This is an optimization exercise on Yosys and OpenROAD, whose aim is small area, not a production implementation. The RTL was checked by simulation tests, not by an equivalence proof against the original design. No activity file was given, so power comes from the tool's default toggle rates.

<file path="flow/run.sh">
#!/bin/bash
# synth_recipe.tcl (not shown) runs the flow's synth.tcl, then flattens the netlist and writes it again
# the make line also repeats each setting of config.mk as NAME=value (left out here)
make -C /OpenROAD-flow-scripts/flow DESIGN_CONFIG=/design/flow/config.mk WORK_HOME=/design/flow/orfs CLKGATE_MAP_FILE= SYNTH_SCRIPT=/design/flow/synth_recipe.tcl finish
</file>
<file path="flow/config.mk">
export PLATFORM = sky130hd
export DESIGN_NAME = wb_retire_unit
export DESIGN_NICKNAME = wb_retire_unit
export VERILOG_FILES = /design/flow/design.v
export SDC_FILE = /design/flow/constraint.sdc
export NUM_CORES = 4
export LEC_CHECK = 0
export CAP_MARGIN = 20
export CORE_MARGIN = 2
export CORE_UTILIZATION = 40
export SLEW_MARGIN = 20
</file>
<file path="flow/constraint.sdc">
create_clock -name core_clock -period 4.0 [get_ports {clk}]
set_input_delay 0.8000 -clock core_clock [delete_from_list [all_inputs] [get_ports {clk}]]
set_output_delay 0.8000 -clock core_clock [all_outputs]
set_load 0.01 [all_outputs]
</file>
<file path="flow/design.v">
module wb_retire_unit #(
  parameter int DATA_W = 64,
  parameter int DEPTH  = 8,
  localparam int TAG_W = $clog2(DEPTH),
  localparam int OW    = TAG_W + 1
) (
  input  logic              clk,
  input  logic              rst_n,
  input  logic              flush,
  input  logic [1:0]        alloc_req,
  output logic              alloc_ready,
  output logic [TAG_W-1:0]  alloc_tag0,
  output logic [TAG_W-1:0]  alloc_tag1,
  input  logic              comp_valid1,
  input  logic [TAG_W-1:0]  comp_tag1,
  input  logic              comp_wr1,
  input  logic [4:0]        comp_rd1,
  input  logic [DATA_W-1:0] comp_data1,
  input  logic              comp_valid2,
  input  logic [TAG_W-1:0]  comp_tag2,
  input  logic              comp_wr2,
  input  logic [4:0]        comp_rd2,
  input  logic [DATA_W-1:0] comp_data2,
  output logic              wen1,
  output logic              wen2,
  output logic [4:0]        rd_addr1,
  output logic [4:0]        rd_addr2,
  output logic [DATA_W-1:0] write_data1,
  output logic [DATA_W-1:0] write_data2,
  output logic [1:0]        retire_cnt,
  output logic              empty
);
  localparam int EW = DATA_W + 6;   
  logic [TAG_W-1:0]  head, tail, h1, ph;
  logic [OW-1:0]     occ;
  logic [DEPTH-1:0]  busy, done;
  logic              v1, v2;
  logic [EW-1:0]     ent [DEPTH];
  logic              r0, r1;
  logic [1:0]        grant, rcnt;
  logic [DEPTH-1:0]  ret, alloc, hit1, hit2, we1, we2, hold;
  logic [EW-1:0]     lane1, lane2;
  assign h1          = head + TAG_W'(1);
  assign alloc_ready = occ <= OW'(DEPTH - 2);
  assign alloc_tag0  = tail;
  assign alloc_tag1  = tail + TAG_W'(1);
  assign empty       = occ == '0;
  assign grant       = (alloc_ready && alloc_req != 2'd3) ? alloc_req : 2'd0;
  assign r0          = busy[head] & done[head];
  assign r1          = r0 & busy[h1] & done[h1];
  assign rcnt        = {r1, r0 & ~r1};
  assign lane1       = {comp_wr1, comp_rd1, comp_data1};
  assign lane2       = {comp_wr2, comp_rd2, comp_data2};
  always_comb begin
    for (int i = 0; i < DEPTH; i++) begin
      ret[i]   = (r0 && head == TAG_W'(i)) || (r1 && h1 == TAG_W'(i));
      alloc[i] = (grant != 2'd0 && tail == TAG_W'(i)) || (grant == 2'd2 && alloc_tag1 == TAG_W'(i));
      hit1[i]  = comp_valid1 && comp_tag1 == TAG_W'(i);
      hit2[i]  = comp_valid2 && comp_tag2 == TAG_W'(i);
      we1[i]   = hit1[i] & ~ret[i];
      we2[i]   = hit2[i] & ~hit1[i] & ~ret[i];
      hold[i]  = ~(we1[i] | we2[i]);
    end
  end
  always_ff @(posedge clk) begin
    for (int i = 0; i < DEPTH; i++)
      ent[i] <= ({EW{we1[i]}} & lane1) | ({EW{we2[i]}} & lane2) | ({EW{hold[i]}} & ent[i]);
  end
  always_ff @(posedge clk) begin
    for (int i = 0; i < DEPTH; i++)
      if (alloc[i]) done[i] <= 1'b0;
      else if (hit1[i] | hit2[i]) done[i] <= 1'b1;
  end
  always_ff @(posedge clk) ph <= head;
  always_ff @(posedge clk or negedge rst_n) begin
    if (!rst_n) begin
      head <= '0;
      tail <= '0;
      occ  <= '0;
      busy <= '0;
      v1   <= 1'b0;
      v2   <= 1'b0;
    end else if (flush) begin
      head <= '0;
      tail <= '0;
      occ  <= '0;
      busy <= '0;
      v1   <= 1'b0;
      v2   <= 1'b0;
    end else begin
      head <= head + TAG_W'(rcnt);
      tail <= tail + TAG_W'(grant);
      occ  <= occ + OW'(grant) - OW'(rcnt);
      busy <= (busy & ~ret) | alloc;
      v1   <= r0;
      v2   <= r1;
    end
  end
  logic [1:0]    ie, io;
  logic [3:0]    se, so;
  logic [EW-1:0] be, bo, p1, p2;
  logic          s1e, s1o, s2e, s2o;
  assign io  = ph[2:1];
  assign ie  = ph[0] ? ph[2:1] + 2'd1 : ph[2:1];
  assign s1e = v1 & ~ph[0];
  assign s1o = v1 & ph[0];
  assign s2e = v2 & ph[0];
  assign s2o = v2 & ~ph[0];
  always_comb begin
    be = '0;
    bo = '0;
    for (int k = 0; k < 4; k++) begin
      se[k] = ie == 2'(k);
      so[k] = io == 2'(k);
      be = be | ({EW{se[k]}} & ent[2*k]);
      bo = bo | ({EW{so[k]}} & ent[2*k+1]);
    end
  end
  assign p1 = ({EW{s1e}} & be) | ({EW{s1o}} & bo);
  assign p2 = ({EW{s2e}} & be) | ({EW{s2o}} & bo);
  logic wr1, wr2;
  assign {wr1, rd_addr1, write_data1} = p1;
  assign {wr2, rd_addr2, write_data2} = p2;
  assign wen1       = wr1 & (|rd_addr1) & ~(wr2 & (rd_addr1 == rd_addr2));
  assign wen2       = wr2 & (|rd_addr2);
  assign retire_cnt = {v2, v1 & ~v2};
endmodule
</file>
==> run summary <==
how the worst max path moves through the flow:
stage	slack [ns]	from	cells after the start	endpoint
after global placement	0.39	ph[1]	9	write_data2[49]
final	0.03	ph[2]	11	write_data2[4]
after CTS	-0.03	ph[1]	9	write_data2[59]
after global routing	-0.07	ph[1]	9	write_data2[59]
after floorplan	0.18	ph[2]	9	write_data2[58]
after detailed placement	0.33	ph[1]	9	write_data2[18]
area by class of cell:
type                            count  area, um2  share of cell area [%]
Timing Repair Buffer              415       4360                    12.2
Clock inverter                     13        129                   0.361
Inverter                           31        119                   0.333
Sequential cell                   591      11900                    33.4
Multi-Input combinational cell   1866      15800                    44.4
Antenna cell                        9       22.5                  0.0631
Tap cell                          959       1200                    3.36
Clock buffer                      101       2090                    5.85
cells by family after synthesis:
family	after synthesis
adders and majority gates	30
buffers and inverters	492
DFF	591
AOI/OAI and AO/OA	1331
and+or+nand+nor	404
xor gates and xnor gates	10
muxes	91
stage by stage:
step           util (%)  power (mW)  TNS (ns)
2_1_floorplan         -        10.8         0
3_3_place_gp       45.4        12.0         0
3_5_place_dp       45.4        12.2         0
4_1_cts            48.7        18.5   -0.0346
5_1_grt            48.9        19.2    -0.162
6_report           48.9        18.5         0
sequential cells by signal (all words and copies together), names as in the netlist:
register and count:
tail 3, v2 1, busy 8, v1 1, head 3, occ 4
ent 560, done 8, ph 3
power groups by stage:
| stage | sequential, mW | combinational [mW] | clock [mW] |
|---|---|---|---|
| floorplan | 7.83 | 3.02 | 0 |
| global placement | 8.04 | 4.01 | 0 |
| detailed placement | 8.07 | 4.13 | 0 |
| CTS | 7.98 | 4.22 | 6.31 |
| global route | 8.13 | 4.58 | 6.52 |
| finish | 8.01 | 4.27 | 6.25 |
worst max-delay path, cell delays in order, from the launching register on:
cell and delay (ns):
dfxtp_1 0.37, inv_2 0.09, ha_4 0.30, buf_8 0.16, mux2i_4 0.09, buf_4 0.15
buf_12 0.12, mux4_2 0.25, nor2_1 0.05, a211oi_1 0.27, buf_4 0.17, clkdlybuf4s50_1 0.53
cell usage in the layout (no fill, tap or decap), types with 22 or more instances in the layout:
cell,n
dlygate4sd2_1,68
inv_1,26
a221o_1,140
a211oi_1,48
mux4_2,73
clkdlybuf4s50_1,213
buf_4,72
dfxtp_1,570
a22oi_1,431
a221oi_1,62
clkbuf_16,72
nand2_1,104
o2bb2ai_1,420
buf_12,33
a22o_1,66
nor2b_1,152
o211a_1,66
nor2_1,83
ha_1,22
what timing repair did:
item / in CTS / in global routing
setup endpoints to repair: 125 / 47
buffers inserted: 7 / 4
cloned: 1 / 1
pin swaps: 4 / 3
gates resized for setup: 101 / 27
per-layer routing:
metal / GRT usage (%) / wire length [um]
met1: 40.9 / 48300
met2: 49.3 / 55400
met3: 7.23 / 13600
met4: 14.1 / 4880
met5: 0 / 140
==> summary.txt <==
root buf cell -> clkbuf_16
# nets final -> 3155
Crit Reg-Reg Endpoint -> occ[3]
post-detailed-route count of antenna-violating nets -> 0
clock buffer count from CTS -> 67
Area contributors post-synth -> dfxtp_1 39%, o2bb2ai_1 12%, a22oi_1 11%
Die Ht -> 275 um
Final setup viols -> 0
Via density -> 6.99
Final WS setup -> 0.0270 ns
CP arrival -> 3.17 ns
Initial Util -> 40.4%
Core Rows -> 99
Internal Power -> 13.2 mW
simple-gate share of the synthesized area -> 6.93%
number of global-route vias before repair -> 28100
H-tree depth -> 3
leakage -> 13.9 nW
status -> finished clean
Routed WL -> 122000 um
Post-synth EDFFs -> 0
DR pass1 iterations -> 6
Max rail drop VDD -> 0.283 mV
die area -> 75900 um2
syn nets -> 3132
Starting DRT DRC Count -> 3300
Clk pwr share -> 33.7%
Sw Ratio -> 29.0%
CP startpoint kind -> register
largest net degree at the start of global routing -> 77
clk buf depth -> 3
Overflow after GRT -> 0
Synth Instances -> 2949
hold crit path type -> in -> async
async set-reset flop share out of synthesis -> 3.38%
post-synthesis mux area share -> 6.26%
Seq/Total Area, Yosys -> 40.5%
Final Wtd Congestion -> 0.853
main combinational cell family by area after synthesis -> compound AO/OA/AOI/OAI gates
placed insts -> 3850
synthesis-to-finish area growth -> 21.1%
DRC viols -> 0
Slew HR -> 34.4%
post-route cell area -> 35700 um2
Post-DP Area -> 33200 um2
synthesized area -> 29500 um2
Reg power frac -> 43.2%
Worst setup EP type -> output port
first-pass GRT wire length -> 181000 um
Post-Place Setup Slack -> 0.333 ns
Netlist cell types -> 62
Avg Cell Area, Syn -> 9.99 um2
most instantiated cells after synthesis -> 571 x dfxtp_1, 431 x a22oi_1, 420 x o2bb2ai_1
share of layout cells above drive strength 1 -> 12.1%
power per cell area -> 519 nW/um2
WL per Instance -> 30.7 um
die width -> 275 um
worst r2r src -> head[0]
Final Non-Filler Cells -> 3985
CTS tree -> yes
Required @ worst endpoint -> 3.20 ns
final period utilization -> 99.3%
hold_buf cts -> 0
# clock sinks -> 591
Max Cap Viol -> 0
Comb pwr share -> 23.0%
Filler Cell Count -> 6513
Final HPWL DP -> 70900 um
via count -> 27800
Most used DFF post-synth -> dfxtp_1
crit path kind -> reg -> out
Hold WS -> 0.175 ns
fin. max-slew vios -> 0
sw power -> 5.37 mW
core area -> 73000 um2
initial antenna violation count -> 16
Yosys reg bits -> 591
Synth Area in Compound Gates -> 37.8%
R2R depth -> 14
RSZ-0062 raised after global routing -> yes
Yosys top cell by area -> dfxtp_1
Tmin final -> 3.97 ns
Worst Path Max Fanout -> 10
Post-Synth Adder-Cell Area -> 1.38%
worst skew pair latency -> 0.60 ns
Tightest Pin Transition -> 0.983 ns
fmax -> 0.252 GHz
R2R Setup Slk -> 0.41 ns
final hold vios -> 0
clock skew -> 0.0216 ns
YS warnings -> 2
clk slew on worst S/H paths -> 0.06 ns
post-synth top area share -> 38.8%
GRT Overall Usage -> 31.3%
I/O pins -> 303
most frequent cell after synthesis -> dfxtp_1
XOR/XNOR Fraction of Synth Area -> 0.323%
port bufs -> 302

==> separate check: timing with driven ports <==
No port has a modelled driver above. Below, the same layout with a new extraction and two added sets of constraints. Step 1 sets driving cells, clkbuf_16 on the clock port and buf_2 on the other inputs (assumed; they add their load-dependent delay and slew). Step 2 times the ports against the registers' clock, not the clock port: input delays grow and output delays shrink by t, the midpoint of the rising clock arrivals with the driver on. a / b / c = ideal / step 1 / step 2; a / b = the first two.
shift t [ns]: 0.653
setup WS [ns]: 0.027 / -0.034 / 0.412
worst hold slack (ns): 0.175 / 0.225 / 0.455
After both steps setup and hold are still met in this run. The setup slack of this run moves by -0.061 ns with the drivers and by +0.385 ns with both steps.
